Background: an optimization exercise with open tools, aiming at small area and a short achievable clock period. Do not read the settings as production practice.
No functional check of the RTL was part of any run shown here.
Power figures rest on the tool's default switching activity, not on a simulated workload.

--- design/flow/design.v ---
package isa_pkg;
	localparam int OPCODE_BITS = 6;
	localparam int REG_BITS = 5;
	localparam int IMM_BITS = 14;
	typedef logic [OPCODE_BITS-1:0] opcode_t;
	typedef logic [2:0] op_class_t;
	localparam op_class_t CLS_ALU = 3'd0;
	localparam op_class_t CLS_ALU0 = 3'd1;
	localparam op_class_t CLS_MULDIV = 3'd2;
	localparam op_class_t CLS_BRANCH = 3'd3;
	localparam op_class_t CLS_MEM = 3'd4;
	localparam opcode_t OP_NOP = 6'h00;
	localparam opcode_t OP_ADD = 6'h01;
	localparam opcode_t OP_SUB = 6'h02;
	localparam opcode_t OP_ADDI = 6'h03;
	localparam opcode_t OP_SHL = 6'h04;
	localparam opcode_t OP_SHLI = 6'h05;
	localparam opcode_t OP_MUL = 6'h08;
	localparam opcode_t OP_DIV = 6'h09;
	localparam opcode_t OP_BEQ = 6'h10;
	localparam opcode_t OP_LD = 6'h18;
	localparam opcode_t OP_ST = 6'h19;
	localparam int OPCODE_LSB = 26;
	function automatic op_class_t op_class_of(input opcode_t op);
		op_class_t cls;
		cls = CLS_ALU;
		case (op)
			OP_NOP, OP_ADD, OP_SUB: cls = CLS_ALU;
			OP_ADDI: cls = CLS_ALU;
			OP_SHL: cls = CLS_ALU0;
			OP_SHLI: cls = CLS_ALU0;
			OP_MUL, OP_DIV: cls = CLS_MULDIV;
			OP_BEQ: cls = CLS_BRANCH;
			OP_LD, OP_ST: cls = CLS_MEM;
			default: cls = CLS_ALU;
		endcase
		op_class_of = cls;
	endfunction
	function automatic logic op_is_imm(input opcode_t op);
		logic is_imm;
		is_imm = 1'b0;
		case (op)
			OP_ADDI, OP_SHLI, OP_BEQ, OP_LD, OP_ST: is_imm = 1'b1;
			default: is_imm = 1'b0;
		endcase
		op_is_imm = is_imm;
	endfunction
endpackage
package dispatch_pkg;
	localparam int SLOT_COUNT = 5;
	localparam int SLOT_ALU0 = 0;
	localparam int SLOT_ALU1 = 1;
	localparam int SLOT_MULDIV = 2;
	localparam int SLOT_BRANCH = 3;
	localparam int SLOT_MEM = 4;
	localparam int PREG_BITS = 7;
	localparam int OPERAND_BITS = 16;
	typedef logic [PREG_BITS-1:0] preg_t;
endpackage
`timescale 1ns/1ps
module dispatch_top #(
	parameter int ROB_ENTRIES = 8,
	parameter int RS_DEPTH = 4,
	localparam int IDX_BITS = $clog2(ROB_ENTRIES),
	localparam int NSLOT = dispatch_pkg::SLOT_COUNT,
	localparam int PW = dispatch_pkg::PREG_BITS,
	localparam int OPW = dispatch_pkg::OPERAND_BITS,
	localparam int OCW = isa_pkg::OPCODE_BITS
) (
	input  logic clk,
	input  logic rst_n,
	input  logic alloc_v,
	input  logic [31:0] alloc_instr,
	input  logic [PW-1:0] alloc_psrc1,
	input  logic [PW-1:0] alloc_psrc2,
	input  logic [PW-1:0] alloc_pdst,
	input  logic [1:0] alloc_src_ready,
	output logic alloc_ready,
	input  logic wakeup_v,
	input  logic [PW-1:0] wakeup_tag,
	input  logic [ROB_ENTRIES-1:0] stomp_mask,
	input  logic commit_v,
	input  logic [NSLOT-1:0] credit_return,
	input  logic cfg_we,
	input  logic [NSLOT-1:0] cfg_wdata,
	output logic [NSLOT-1:0] cfg_rdata,
	output logic [NSLOT-1:0] issue_v,
	output logic [NSLOT*IDX_BITS-1:0] issue_rob_idx,
	output logic [NSLOT*OCW-1:0] issue_opcode,
	output logic [NSLOT*PW-1:0] issue_pdst,
	output logic [NSLOT*PW-1:0] issue_psrc1,
	output logic [NSLOT*OPW-1:0] issue_operand2,
	output logic [NSLOT-1:0] issue_is_imm
);
	localparam int N = ROB_ENTRIES;
	localparam int IMMW = isa_pkg::IMM_BITS;
	logic [N-1:0] valid;
	logic [N-1:0] taken;        
	logic [N-1:0] stomp;
	logic [N-1:0] rdy1;
	logic [N-1:0] rdy2;
	logic [N-1:0][OCW-1:0] op;
	logic [N-1:0][IMMW-1:0] fld;
	logic [N-1:0][PW-1:0] ps1;
	logic [N-1:0][PW-1:0] pd;
	logic [IDX_BITS-1:0] head;
	logic [IDX_BITS-1:0] tail;
	logic full;
	logic wk_v;
	logic [PW-1:0] wk_tag;
	logic [NSLOT-1:0] iv;
	logic [NSLOT-1:0][N-1:0] pick;
	logic [NSLOT-1:0] pst;
	logic [NSLOT-1:0][RS_DEPTH-1:0] crd;
	logic [NSLOT-1:0] en;
	logic [N-1:0] c_alu, c_alu0, c_md, c_br, c_mem, e_imm;
	logic [N-1:0] r1, r2, elig, dm;
	always_comb begin
		for (int i = 0; i < N; i++) begin
			c_md[i] = (op[i][5:1] == 5'b00100);
			c_br[i] = (op[i] == 6'h10);
			c_mem[i] = (op[i][5:1] == 5'b01100);
			c_alu0[i] = (op[i][5:1] == 5'b00010);
			c_alu[i] = !(c_md[i] || c_br[i] || c_mem[i] || c_alu0[i]);
			e_imm[i] = (op[i] == 6'h03) || (op[i] == 6'h05) || c_br[i] || c_mem[i];
			r1[i] = rdy1[i] || (wk_v && ps1[i] == wk_tag);
			r2[i] = rdy2[i] || (wk_v && fld[i][PW-1:0] == wk_tag);
			elig[i] = valid[i] && !taken[i] && (stomp[i] || (r1[i] && (e_imm[i] || r2[i])));
			dm[i] = 1'b0;
			for (int s = 0; s < NSLOT; s++)
				dm[i] = dm[i] || pick[s][i];
		end
	end
	function automatic logic [N-1:0] first_one(input logic [N-1:0] x);
		logic seen;
		seen = 1'b0;
		for (int i = 0; i < N; i++) begin
			first_one[i] = x[i] && !seen;
			seen = seen || x[i];
		end
	endfunction
	logic [NSLOT-1:0] free;
	logic [NSLOT-1:0][N-1:0] sel;
	logic [NSLOT-1:0] sel_v;
	logic [NSLOT-1:0] sel_st;
	logic [N-1:0] sel_mask;
	always_comb begin
		for (int s = 0; s < NSLOT; s++)
			free[s] = en[s] && (iv[s] ? crd[s][1] : crd[s][0]);
		sel[0] = free[0] ? first_one(elig & (c_alu | c_alu0)) : '0;
		sel[1] = free[1] ? first_one(elig & c_alu & ~sel[0]) : '0;
		sel[2] = free[2] ? first_one(elig & c_md) : '0;
		sel[3] = free[3] ? first_one(elig & c_br) : '0;
		sel[4] = free[4] ? first_one(elig & c_mem) : '0;
		sel_mask = '0;
		for (int s = 0; s < NSLOT; s++) begin
			sel_v[s] = |sel[s];
			sel_st[s] = |(sel[s] & stomp);
			sel_mask = sel_mask | sel[s];
		end
	end
	logic do_alloc, do_commit;
	logic [N-1:0] head_oh, tail_oh;
	logic [IDX_BITS-1:0] tail_inc;
	logic [OCW-1:0] a_op;
	logic a_imm;
	logic [IMMW-1:0] a_fld;
	always_comb begin
		for (int i = 0; i < N; i++) begin
			head_oh[i] = (head == IDX_BITS'(i));
			tail_oh[i] = (tail == IDX_BITS'(i));
		end
	end
	assign tail_inc = tail + 1'b1;
	assign alloc_ready = !full;
	assign do_alloc = alloc_v && !full;
	assign do_commit = commit_v && |(head_oh & valid & taken & ~dm);
	assign a_op = alloc_instr[31:isa_pkg::OPCODE_LSB];
	assign a_imm = (a_op == 6'h03) || (a_op == 6'h05) || (a_op == 6'h10) || (a_op[5:1] == 5'b01100);
	assign a_fld = a_imm ? alloc_instr[IMMW-1:0] : {{(IMMW - PW){1'b0}}, alloc_psrc2};
	always_ff @(posedge clk) begin
		if (!rst_n) begin
			head <= '0;
			tail <= '0;
			full <= 1'b0;
			valid <= '0;
		end else begin
			for (int i = 0; i < N; i++) begin
				if (valid[i]) begin
					if (do_commit && head_oh[i])
						valid[i] <= 1'b0;
				end else begin
					if (do_alloc && tail_oh[i])
						valid[i] <= 1'b1;
				end
			end
			if (do_commit)
				head <= head + 1'b1;
			if (do_alloc)
				tail <= tail_inc;
			full <= !do_commit && (full || (do_alloc && tail_inc == head));
		end
	end
	always_ff @(posedge clk) begin
		for (int i = 0; i < N; i++) begin
			if (!valid[i]) begin
				op[i] <= a_op;
				fld[i] <= a_fld;
				ps1[i] <= alloc_psrc1;
				pd[i] <= alloc_pdst;
				rdy1[i] <= alloc_src_ready[0];
				rdy2[i] <= alloc_src_ready[1];
				stomp[i] <= 1'b0;
				taken[i] <= 1'b0;
			end else begin
				rdy1[i] <= r1[i];
				rdy2[i] <= r2[i];
				stomp[i] <= stomp[i] || stomp_mask[i];
				taken[i] <= taken[i] || sel_mask[i];
			end
		end
		wk_v <= wakeup_v;
		wk_tag <= wakeup_tag;
	end
	always_ff @(posedge clk) begin
		if (!rst_n)
			iv <= '0;
		else
			iv <= sel_v;
		pick <= sel;
		pst <= sel_st;
	end
	always_ff @(posedge clk) begin
		for (int s = 0; s < NSLOT; s++) begin
			if (!rst_n)
				crd[s] <= '1;
			else if (iv[s] && !credit_return[s])
				crd[s] <= {1'b0, crd[s][RS_DEPTH-1:1]};
			else if (!iv[s] && credit_return[s])
				crd[s] <= {crd[s][RS_DEPTH-2:0], 1'b1};
		end
		if (!rst_n)
			en <= '1;
		else if (cfg_we)
			en <= cfg_wdata;
	end
	assign cfg_rdata = en;
	assign issue_v = iv;
	logic [NSLOT-1:0][OCW-1:0] x_op;
	logic [NSLOT-1:0][IMMW-1:0] x_fld;
	logic [NSLOT-1:0][PW-1:0] x_ps1;
	logic [NSLOT-1:0][PW-1:0] x_pd;
	logic [NSLOT-1:0][IDX_BITS-1:0] x_idx;
	always_comb begin
		for (int s = 0; s < NSLOT; s++) begin
			x_op[s] = '0;
			x_fld[s] = '0;
			x_ps1[s] = '0;
			x_pd[s] = '0;
			x_idx[s] = '0;
			for (int i = 0; i < N; i++) begin
				if (pick[s][i]) begin
					x_op[s] = x_op[s] | op[i];
					x_fld[s] = x_fld[s] | fld[i];
					x_ps1[s] = x_ps1[s] | ps1[i];
					x_pd[s] = x_pd[s] | pd[i];
					x_idx[s] = x_idx[s] | IDX_BITS'(i);
				end
			end
		end
	end
	always_comb begin
		for (int s = 0; s < NSLOT; s++) begin
			issue_rob_idx[s*IDX_BITS +: IDX_BITS] = x_idx[s];
			issue_pdst[s*PW +: PW] = x_pd[s];
			issue_psrc1[s*PW +: PW] = pst[s] ? '0 : x_ps1[s];
			issue_operand2[s*OPW +: OPW] = pst[s] ? '0 :
				{{(OPW - IMMW){x_fld[s][IMMW-1]}}, x_fld[s]};
		end
		issue_opcode[0 +: OCW] = pst[0] ? '0 : x_op[0];
		issue_is_imm[0] = !pst[0] && (x_op[0] == 6'h03 || x_op[0] == 6'h05);
		issue_opcode[OCW +: OCW] = pst[1] ? '0 : x_op[1];
		issue_is_imm[1] = !pst[1] && (x_op[1] == 6'h03);
		issue_opcode[2*OCW +: OCW] = pst[2] ? '0 : {5'b00100, x_op[2][0]};
		issue_is_imm[2] = 1'b0;
		issue_operand2[2*OPW +: OPW] = pst[2] ? '0 : {{(OPW - PW){1'b0}}, x_fld[2][PW-1:0]};
		issue_opcode[3*OCW +: OCW] = pst[3] ? '0 : 6'h10;
		issue_is_imm[3] = !pst[3];
		issue_opcode[4*OCW +: OCW] = pst[4] ? '0 : {5'b01100, x_op[4][0]};
		issue_is_imm[4] = !pst[4];
	end
endmodule
--- design/flow/run.sh ---
#!/bin/bash
# synth_recipe.tcl (not shown) runs the flow's synth.tcl, then flattens the netlist and writes it again
# the make line also repeats each setting of config.mk as NAME=value (left out here)
make -C /OpenROAD-flow-scripts/flow DESIGN_CONFIG=/design/flow/config.mk WORK_HOME=/design/flow/orfs CLKGATE_MAP_FILE= SYNTH_SCRIPT=/design/flow/synth_recipe.tcl finish
--- design/flow/config.mk ---
export PLATFORM = sky130hd
export DESIGN_NAME = dispatch_top
export DESIGN_NICKNAME = dispatch_top
export VERILOG_FILES = /design/flow/design.v
export SDC_FILE = /design/flow/constraint.sdc
export NUM_CORES = 4
export LEC_CHECK = 0
export CAP_MARGIN = 20
export CORE_MARGIN = 2
export CORE_UTILIZATION = 40
export SLEW_MARGIN = 20
--- design/flow/constraint.sdc ---
create_clock -name core_clock -period 7.5 [get_ports {clk}]
set_input_delay 1.5000 -clock core_clock [delete_from_list [all_inputs] [get_ports {clk}]]
set_output_delay 1.5000 -clock core_clock [all_outputs]
set_load 0.01 [all_outputs]
==> impl_metrics.yaml, run 1 <==
run_status:
  status: "timing/DRC/antenna clean"
cells_and_area:
  seqCellArea_um2: 10800
  fin_nets: 2418
  final_common_cell: "a22oi_1"
  syn2layout_area_growth_pct: 20.0
  final_cell_mix: "a22oi_1, edfxtp_1, clkdlybuf4s50_1"
  nFillCells: 5063
  multi_input_area_um2: 11000
  drive_gt1_share_pct: 9.11
synth:
  yosysWarnings: 1
  syn_area_per_cell_um2: 10.7
  synth_ff_type: "edfxtp_1"
  synth.distinct_cells: 95
  synth-seq-cells: 402
  synth.cell_area_um2: 22900
  yosysSeqAreaShare_pct: 47.1
  synth_edf_count: 272
  synth_cells: 2147
  synthArstFlopShare_pct: 0
clock_network:
  cts.path.max_buffers: 3
  ctsResizeCount: 0
  cts_htree_levels: 2
  cts_hold_buf: 0
  cts_tree: "done"
  clock_latency_ns: 0.60
  clkSinkCount: 402
  cts_root_buffer: "clkbuf_16"
  numCtsBuffers: 45
  post_cts_buffers: 0
  path_clk_slew_ns: 0.06
worst_setup_path:
  crit_type: "flop to primary output"
  path_cells: "buf_4 > a22oi_1 > a41oi_1 > clkdlybuf4s50_1"
  r2r_cells: 9
  endpoint_kind: "primary output"
  arrival_ns: 3.45
  crit_path_start_kind: "flop"
  cp_max_fo: 24
  crit_slowest_cell: "dfxtp_1"
  cpPeakStageDelay_ns: 0.90
  reg2reg_slack_ns: 3.38
  required_ns: 6.00
  timing.rr.end: "pst[2]"
  reg2reg_from: "wk_tag[1]"
  crit_start: "pick[1]"
power:
  p_total_mw: 5.64
  swShare_pct: 27.6
  clkPwrFrac_pct: 41.5
  combPwrFrac_pct: 9.1
  seqPwrFrac_pct: 49.4
  ir_drop_mv: 0.182
  p_leak_nw: 8.87
  p_int_mw: 4.09
  p_sw_mw: 1.56
  powerDensity_nw_per_um2: 205
flow_run:
  maxCapViolations: 0
timing:
  period_share_pct: 66.0
  tightest_slew_ns: 1.23
  holdWs_ns: 0.472
  rsz0062_at_grt: "false"
  setup_tns_ns: 0
  max_freq_mhz: 202
  setup_viol: 0
  maxSlewViolCount: 0
  finalHoldViolCount: 0
  period_minus_slack_ns: 4.95
  skew_ns: 0.0319
  maxSlewHeadroom_pct: 17.9
  worst_slack_ns: 2.55
routing:
  vias_per_cell: 7.46
  wl_per_cell_um: 36.6
  drc_errors: 0
  first_pass_iters: 12
  ant_nets: 0
  via_count: 23200
  first_iter_violations: 4731
  totalWireLength_um: 114000
placed_design:
  pre_cts_ws_ns: 3.30
  gp_congestion: 0.960
  numPortBuffers: 262
  hpwl_um: 69000
die:
  die_h_um: 243
  initial_core_util_pct: 40.5
  ios: 297
  core_area_um2: 56500
  rows: 87
  fp.dieW_um: 243
  dieArea_um2: 59100
min_path:
  whs_path_depth: 2
  hold_end: "crd[2]"
  min_from: "crd[2]"
  hold_path.class: "flop to flop"
global_routing:
  grt_pass1_wl_um: 161000
  gr-total-overflow: 0
  grt_pass1_vias: 22400
  antenna_found_initial: 4
  grt_max_degree: 39
  grt_usage_pct: 37.1
==> metal layers <==
| metal | track usage [%] | part of all wire [%] |
|---|---|---|
| met1 | 48.8 | 37 |
| met2 | 54.0 | 42 |
| met3 | 10.8 | 14 |
| met4 | 21.7 | 7.4 |
| met5 | 0 | 0.016 |
==> kinds of logic after synthesis <==
logic type	Yosys count	share of synthesized area [%]
compound gates	843	28.2
simple gates	465	12.0
xor+xnor	125	4.88
fa+ha+maj	17	0.930
mux	34	1.57
flops	402	47.1
other cells	1	0.0164
buf+inv	260	5.32
==> power by group through the flow <==
stage | combinational (mW) | sequential, mW | clock [mW]
6_report | 0.516 | 2.79 | 2.34
5_1_grt | 0.544 | 2.79 | 2.44
4_1_cts | 0.506 | 2.77 | 2.35
3_5_place_dp | 0.503 | 2.81 | 0
3_3_place_gp | 0.497 | 2.81 | 0
2_1_floorplan | 0.308 | 2.71 | 0
==> flip-flops by register name, summed over array words and instances (netlist names) <==
name	cells
valid	8
taken	8
head	3
ps1	56
pst	5
iv	5
crd	20
pd	56
en	5
stomp	8
fld	112
tail	3
wk_v	1
op	48
rdy2	8
full	1
pick	40
rdy1	8
wk_tag	7
==> cell usage after synthesis (21+ instances only) <==
library cell	count	area [um^2]
a21oi_1	38	190
a22oi_1	592	4440
a41oi_1	109	955
buf_4	33	248
clkbuf_1	157	589
dfxtp_1	130	2600
edfxtp_1	272	8170
inv_1	41	154
nand2_1	57	214
nand4_1	73	457
nor2_1	97	364
nor2b_1	32	200
nor3_1	28	140
nor4_1	23	144
o21ai_0	21	105
xnor2_1	59	517
xor2_1	63	552
==> area by class of cell <==
class                      count  share of cell area (%)
timing repair buffer         318                    11.1
clock inverter                31                    1.34
tap                          756                    3.44
sequential                   402                    39.3
inverter                      42                   0.574
multi-input combinational   1506                    40.0
antenna                        2                  0.0182
clock buffer                  51                    4.26
==> worst max-delay path by stage <==
stage	to	slack (ns)	depth (start not counted)
finish	issue_operand2[1]	2.55	4
CTS	issue_operand2[79]	2.66	4
detailed placement	issue_operand2[79]	3.30	4
global route	issue_operand2[13]	2.65	4
floorplan	issue_operand2[62]	4.44	5
global placement	issue_operand2[79]	3.30	4
==> metrics by stage <==
stage | util, % | cells | area, um^2
detailed placement | 45.9 | 3024 | 25900
CTS | 48.6 | 3106 | 27500
floorplan | - | 2168 | 23000
global route | 48.6 | 3107 | 27500
finish | 48.6 | 3108 | 27500
global placement | 45.9 | 3024 | 25900
==> worst max-delay path, delay by kind of cell (launching register included) <==
kind / cells / cell delay [ns]
flops: 1 / 0.90
compound gates: 2 / 0.66
buf+inv: 2 / 1.25
==> run 2: changes to the inputs <==
--- a/design/flow/config.mk
+++ b/design/flow/config.mk
@@ -8,4 +8,6 @@
 export CAP_MARGIN = 20
 export CORE_MARGIN = 2
 export CORE_UTILIZATION = 40
+export CTS_BUF_LIST = sky130_fd_sc_hd__clkbuf_4 sky130_fd_sc_hd__clkbuf_8
+export SETUP_SLACK_MARGIN = 3.0
 export SLEW_MARGIN = 20
==> run 2 against run 1 <==
Against the previous run:
- total power is 2.0% lower
- sequential power hardly changed
- die area stayed put
- combinational power hardly changed
- non-clock buffer count stayed put
- via count is 0.43% higher
- worst hold slack better by 0.0015 ns
- register-to-register slack worse by 0.07 ns
- wire length is 0.11% higher
- still clean on timing, DRC and antenna
==> impl_metrics.yaml, run 2 <==
clock_network:
  clock_latency_ns: 0.71
  cts.path.max_buffers: 3
  path_clk_slew_ns: 0.06
  numCtsBuffers: 73
  cts_htree_levels: 3
  post_cts_buffers: 0
  clkSinkCount: 402
  cts_tree: "done"
  cts_root_buffer: "clkbuf_8"
worst_setup_path:
  reg2reg_slack_ns: 3.31
  crit_slowest_cell: "dfxtp_4"
  crit_end: "issue_operand2[31]"
  endpoint_kind: "primary output"
  timing.rr.end: "pst[2]"
  required_ns: 6.00
  path_delay_family: "buffers and inverters"
  path_buf_inv: 2
  reg2reg_from: "wk_tag[1]"
  r2r_cells: 9
  crit_path_start_kind: "flop"
  crit_type: "flop to primary output"
  crit_cells: 4
  cpPeakStageDelay_ns: 0.65
  cp_max_fo: 20
  path_cells: "buf_4 > a22oi_1 > a41oi_1 > clkdlybuf4s50_1"
  crit_start: "pick[9]"
  arrival_ns: 3.02
die:
  core_area_um2: 56500
  ios: 297
  fp.dieW_um: 243
  dieArea_um2: 59100
  die_h_um: 243
  initial_core_util_pct: 40.5
  rows: 87
synth:
  synth.distinct_cells: 95
  synth_area_leaders: "edfxtp_1, a22oi_1, dfxtp_1, a41oi_1, clkbuf_1"
  synth_top_cell_by_area: "edfxtp_1"
  synth_edf_count: 272
  syn_area_per_cell_um2: 10.7
  synth-seq-cells: 402
  yosysSeqAreaShare_pct: 47.1
  synth_cells: 2147
  yosysWarnings: 1
  synth_top_area_share_pct: 35.7
  synth.cell_area_um2: 22900
  synth.most_common_cell: "a22oi_1"
  synth_common_cells: "a22oi_1, edfxtp_1, clkbuf_1, dfxtp_1, a41oi_1"
  synthArstFlopShare_pct: 0
  synth_ff_type: "edfxtp_1"
global_routing:
  grt_pass1_wl_um: 161000
  grt_usage_pct: 37.3
  antenna_found_initial: 5
  grt_max_degree: 39
  gr-total-overflow: 0
  grt_pass1_vias: 22600
cells_and_area:
  fin_area_um2: 27600
  top_regs: "fld: 112 flops, pd: 56 flops, ps1: 56 flops"
  seqCellArea_um2: 10800
  nFillCells: 5080
  syn2layout_area_growth_pct: 20.7
  fin_cells: 3157
  drive_gt1_share_pct: 11.5
  final_common_cell: "a22oi_1"
  final_cell_mix: "a22oi_1, edfxtp_1, clkdlybuf4s50_1"
  top_register: "fld"
  final_util_pct: 48.9
  fin_nets: 2446
  multi_input_area_um2: 11000
  largest_reg_flops: 112
routing:
  via_count: 23300
  totalWireLength_um: 114000
  first_pass_iters: 10
  first_iter_violations: 4397
  wl_per_cell_um: 36.0
  vias_per_cell: 7.38
  drc_errors: 0
  ant_nets: 0
timing:
  period_minus_slack_ns: 4.52
  worst_slack_ns: 2.98
  holdWs_ns: 0.473
  finalHoldViolCount: 0
  tightest_slew_ns: 1.13
  setup_tns_ns: 0
  maxSlewHeadroom_pct: 24.4
  max_freq_mhz: 221
  maxSlewViolCount: 0
  skew_ns: 0.0641
  setup_viol: 0
  period_share_pct: 60.2
  rsz0062_at_grt: "true"
min_path:
  hold_path.class: "flop to flop"
  min_from: "crd[2]"
placed_design:
  gp_congestion: 0.960
  placed_area_um2: 25900
  placed_cells: 3024
  numPortBuffers: 262
  hpwl_um: 69000
  pre_cts_ws_ns: 3.30
flow_run:
  maxCapViolations: 0
power:
  powerDensity_nw_per_um2: 200
  p_leak_nw: 8.95
  ir_drop_mv: 0.135
  p_total_mw: 5.53
run_status:
  status: "timing/DRC/antenna clean"
run 2: cell counts after synthesis:
Identical to the previous run, type by type.
run 2: cells by family after synthesis:
logic type	after synthesis	share of synthesized area [%]
compound gates	843	28.2
other cells	1	0.0164
mux	34	1.57
simple gates	465	12.0
buf+inv	260	5.32
fa+ha+maj	17	0.930
xor+xnor	125	4.88
flops	402	47.1
run 2: how the worst min path moves through the flow:
stage | to | slack, ns | depth (start not counted)
2_1_floorplan | crd[11] | 0.44 | 2
3_3_place_gp | crd[11] | 0.44 | 2
3_5_place_dp | crd[2] | 0.46 | 2
4_1_cts | crd[2] | 0.48 | 2
5_1_grt | crd[2] | 0.51 | 2
6_report | crd[2] | 0.47 | 2
run 2: final cells by class:
class / instances / area share [%]
well taps: 756 / 3.43
clock inverters: 32 / 1.02
clock buffers: 98 / 4.54
inverters: 42 / 0.571
flip-flops and latches: 402 / 39.2
repair buffers: 318 / 11.3
diodes: 3 / 0.0272
multi-input cells: 1506 / 39.9
run 2: per-layer routing:
layer  up-vias  track usage [%]  routed length [um]
met5         -                0                  22
met4         4             20.3                7520
met3       622             12.0               16600
met2      2383             54.7               48000
met1     11100             48.7               41600
li1       9138                -                   -
run 2: tightest hold or removal path, cell delays in order, from the launching register on:
cell	delay [ns]
dfxtp_1	0.32
mux2i_1	0.07
nand2_1	0.05
run 2: timing repair:
action,in CTS,in global routing
gates cloned,0,0
hold buffers,0,0
endpoints found under the setup margin,72,19
gates resized for setup,26,21
run 2: where the power goes:
group          leakage, nW  switching (mW)  internal, mW  total [mW]
sequential            4.02           0.261          2.52        2.78
clock                0.797           0.995          1.23        2.23
combinational         4.13           0.305         0.212       0.518
total                 8.95            1.56          3.97        5.53
==> run 3: changes to the inputs <==
==> design/flow/flow/run.sh (new file) <==
#!/bin/bash
# Standard ORFS layout, but the port buffers use the smallest plain buffer
# instead of the delay cell buffer_ports picks by default.
set -euo pipefail
export BUFFER_PORTS_ARGS="-buffer_cell sky130_fd_sc_hd__buf_1"
bash standard.sh > orfs_flow.log 2>&1
==> design/flow/standard.sh (new file) <==
#!/bin/bash
# synth_recipe.tcl (not shown) runs the flow's synth.tcl, then flattens the netlist and writes it again
# the make line also repeats each setting of config.mk as NAME=value (left out here)
make -C /OpenROAD-flow-scripts/flow DESIGN_CONFIG=/design/flow/config.mk WORK_HOME=/design/flow/orfs CLKGATE_MAP_FILE= SYNTH_SCRIPT=/design/flow/synth_recipe.tcl "${@:-finish}"
--- a/design/flow/config.mk
+++ b/design/flow/config.mk
@@ -8,6 +8,5 @@
 export CAP_MARGIN = 20
 export CORE_MARGIN = 2
 export CORE_UTILIZATION = 40
-export CTS_BUF_LIST = sky130_fd_sc_hd__clkbuf_4 sky130_fd_sc_hd__clkbuf_8
 export SETUP_SLACK_MARGIN = 3.0
 export SLEW_MARGIN = 20
removed: design/flow/run.sh
==> run 3 against run 2 <==
Against the previous run:
- still clean on timing, DRC and antenna
- sequential share of layout area is 2.6 points higher
- first-iteration DRC count grew 19%
- critical path depth unchanged
- design area decreased by 6.5%
- clock-buffer cell count shrank 39
- worst hold slack better by 0.0044 ns
- flip-flop and latch count stayed put
- critical endpoint is now issue_operand2[69]
- largest power group unchanged
==> impl_metrics.yaml, run 3 <==
cells_and_area:
  seqCellArea_um2: 10800
  multi_input_area_um2: 11000
  top_regs: "fld: 112 flops, pd: 56 flops, ps1: 56 flops"
  top_register: "fld"
  largest_reg_flops: 112
  final_common_cell: "a22oi_1"
  drive_gt1_share_pct: 8.98
  fin_nets: 2415
  fin_cells: 3108
  final_cell_mix: "a22oi_1, edfxtp_1, buf_1"
  syn2layout_area_growth_pct: 12.9
  nFillCells: 5166
  final_util_pct: 45.7
synth:
  synth-seq-cells: 402
  synth.distinct_cells: 95
  syn_area_per_cell_um2: 10.7
  yosysSeqAreaShare_pct: 47.1
  synth.most_common_cell: "a22oi_1"
  synth_top_area_share_pct: 35.7
  synth_edf_count: 272
  synth_area_leaders: "edfxtp_1, a22oi_1, dfxtp_1, a41oi_1, clkbuf_1"
  synth.cell_area_um2: 22900
  synth_common_cells: "a22oi_1, edfxtp_1, clkbuf_1, dfxtp_1, a41oi_1"
  synthArstFlopShare_pct: 0
  synth_top_cell_by_area: "edfxtp_1"
  synth_ff_type: "edfxtp_1"
  synth_cells: 2147
  yosysWarnings: 1
clock_network:
  cts_root_buffer: "clkbuf_16"
  cts.path.max_buffers: 3
  cts_hold_buf: 0
  post_cts_buffers: 0
  cts_tree: "done"
  path_clk_slew_ns: 0.06
  cts_htree_levels: 2
  clock_latency_ns: 0.61
  numCtsBuffers: 47
  clkSinkCount: 402
  ctsResizeCount: 0
die:
  rows: 87
  core_area_um2: 56500
  fp.dieW_um: 243
  dieArea_um2: 59100
  ios: 297
  die_h_um: 243
  initial_core_util_pct: 40.5
routing:
  vias_per_cell: 7.43
  drc_errors: 0
  wl_per_cell_um: 36.1
  first_pass_iters: 9
  via_count: 23100
  first_iter_violations: 5250
  ant_nets: 0
  totalWireLength_um: 112000
min_path:
  hold_end: "crd[19]"
  hold_path.class: "flop to flop"
  min_from: "crd[19]"
  whs_path_depth: 2
global_routing:
  grt_pass1_wl_um: 157000
  antenna_found_initial: 7
  gr-total-overflow: 0
  grt_pass1_vias: 22000
  grt_usage_pct: 36.4
  grt_max_degree: 39
placed_design:
  hpwl_um: 65600
  placed_cells: 3019
  numPortBuffers: 262
  pre_cts_ws_ns: 3.61
  gp_congestion: 0.964
worst_setup_path:
  reg2reg_slack_ns: 3.46
  timing.rr.end: "pst[1]"
  path_cells: "buf_4 > a22oi_1 > a41oi_1 > buf_1"
  cpPeakStageDelay_ns: 1.16
  crit_path_start_kind: "flop"
  crit_slowest_cell: "dfxtp_1"
  r2r_cells: 9
  endpoint_kind: "primary output"
  reg2reg_from: "wk_tag[4]"
  path_buf_inv: 2
  crit_type: "flop to primary output"
  arrival_ns: 2.98
  required_ns: 6.00
  cp_max_fo: 18
  crit_cells: 4
  path_delay_family: "flip-flops"
timing:
  maxSlewHeadroom_pct: 15.4
  setup_tns_ns: 0
  setup_viol: 0
  worst_slack_ns: 3.02
  skew_ns: 0.0354
  max_freq_mhz: 223
  tightest_slew_ns: 1.27
  maxSlewViolCount: 0
  finalHoldViolCount: 0
  period_minus_slack_ns: 4.48
  rsz0062_at_grt: "false"
  period_share_pct: 59.7
flow_run:
  maxCapViolations: 0
power:
  p_leak_nw: 8.23
  ir_drop_mv: 0.213
  powerDensity_nw_per_um2: 218
run_status:
  status: "timing/DRC/antenna clean"
-- run 3: cell counts after synthesis --
No cell type changed its count.
-- run 3: metal layers --
| layer | up-vias | routed length, um | track usage (%) |
|---|---|---|---|
| li1 | 9047 | - | - |
| met1 | 11000 | 40800 | 47.6 |
| met2 | 2411 | 46600 | 52.9 |
| met3 | 654 | 17200 | 12.3 |
| met4 | 2 | 7610 | 19.3 |
| met5 | - | 39 | 0.327 |
-- run 3: final cells by class --
type	count	area share [%]
sequential	402	41.8
timing repair buffer	313	5.29
tap	756	3.66
clock buffer	59	5.02
clock inverter	27	1.10
inverter	42	0.610
antenna	3	0.0291
multi-input combinational	1506	42.5
-- run 3: worst reg2reg max path, stage by stage, from the launching register on --
cell	delay, ns
dfxtp_1	1.03
xnor2_1	0.21
nand4_1	0.28
o32ai_1	0.55
o31a_1	0.40
nand2_1	0.25
a311o_4	0.46
nand4_1	0.25
o211ai_1	0.17
a221o_1	0.31
-- run 3: worst max-delay path by stage --
stage / to / from / slack (ns)
4_1_cts: issue_is_imm[0] / pick[2] / 3.11
5_1_grt: issue_operand2[69] / pick[35] / 3.04
2_1_floorplan: issue_operand2[62] / pick[24] / 4.44
3_3_place_gp: pst[2] / wk_tag[4] / 3.53
6_report: issue_operand2[69] / pick[35] / 3.02
3_5_place_dp: pst[2] / wk_tag[4] / 3.61
-- run 3: through the flow --
stage                     instance area, um^2  hold slack (ns)  power, mW
final                                   25800            0.478       5.63
after global routing                    25800            0.498       5.77
after global placement                  24200            0.447       3.25
after CTS                               25800            0.481       5.61
after detailed placement                24200            0.468       3.25
after floorplan                         23000            0.435       3.01
-- run 3: logic make-up (layout without fill, tap and decap cells) --
| logic type | after synthesis | after routing | synth area share [%] |
|---|---|---|---|
| AOI/OAI and AO/OA | 843 | 843 | 28.2 |
| muxes | 34 | 34 | 1.57 |
| and+or+nand+nor | 465 | 465 | 12.0 |
| other | 1 | 25 | 0.0164 |
| adders and majority gates | 17 | 17 | 0.930 |
| buffers and inverters | 260 | 441 | 5.32 |
| xor gates and xnor gates | 125 | 125 | 4.88 |
| DFF | 402 | 402 | 47.1 |
-- run 3: power breakdown --
part,switching [mW],internal [mW]
combinational,0.300,0.157
clock,0.988,1.40
sequential,0.261,2.53
total,1.55,4.08

[separate check: timing with driven ports]
How much do the figures lean on ideal ports? The routed layouts below were timed once more, with nothing changed but the port constraints. Step 1 (the two cells are an assumption about what drives the block):
set clk [get_ports {clk}]
set_driving_cell -lib_cell sky130_fd_sc_hd__clkbuf_16 $clk
set_driving_cell -lib_cell sky130_fd_sc_hd__buf_2 [delete_from_list [all_inputs] $clk]
Step 2 moves the port delays by t, midway between the first and last clock arrival at a register: inputs arrive t later, outputs are due t later. That takes back most of the time a late clock gives input paths. Slacks: no drivers / after step 1 / after step 2; pairs: no drivers / after step 1.
run	t (ns)	slack for setup (ns)	worst hold slack (ns)	worst register clock-pin slew, ns	worst data-port slew with drivers (ns)
run 1	0.640	2.553 / 2.498 / 3.138	0.472 / 0.472 / 0.472	0.07 / 0.07	0.08
run 2	0.733	2.983 / 2.929 / 3.312	0.473 / 0.473 / 0.473	0.07 / 0.07	0.08
run 3	0.647	3.019 / 2.961 / 3.460	0.478 / 0.478 / 0.478	0.07 / 0.07	0.13
After both steps setup and hold are still met in every run listed.
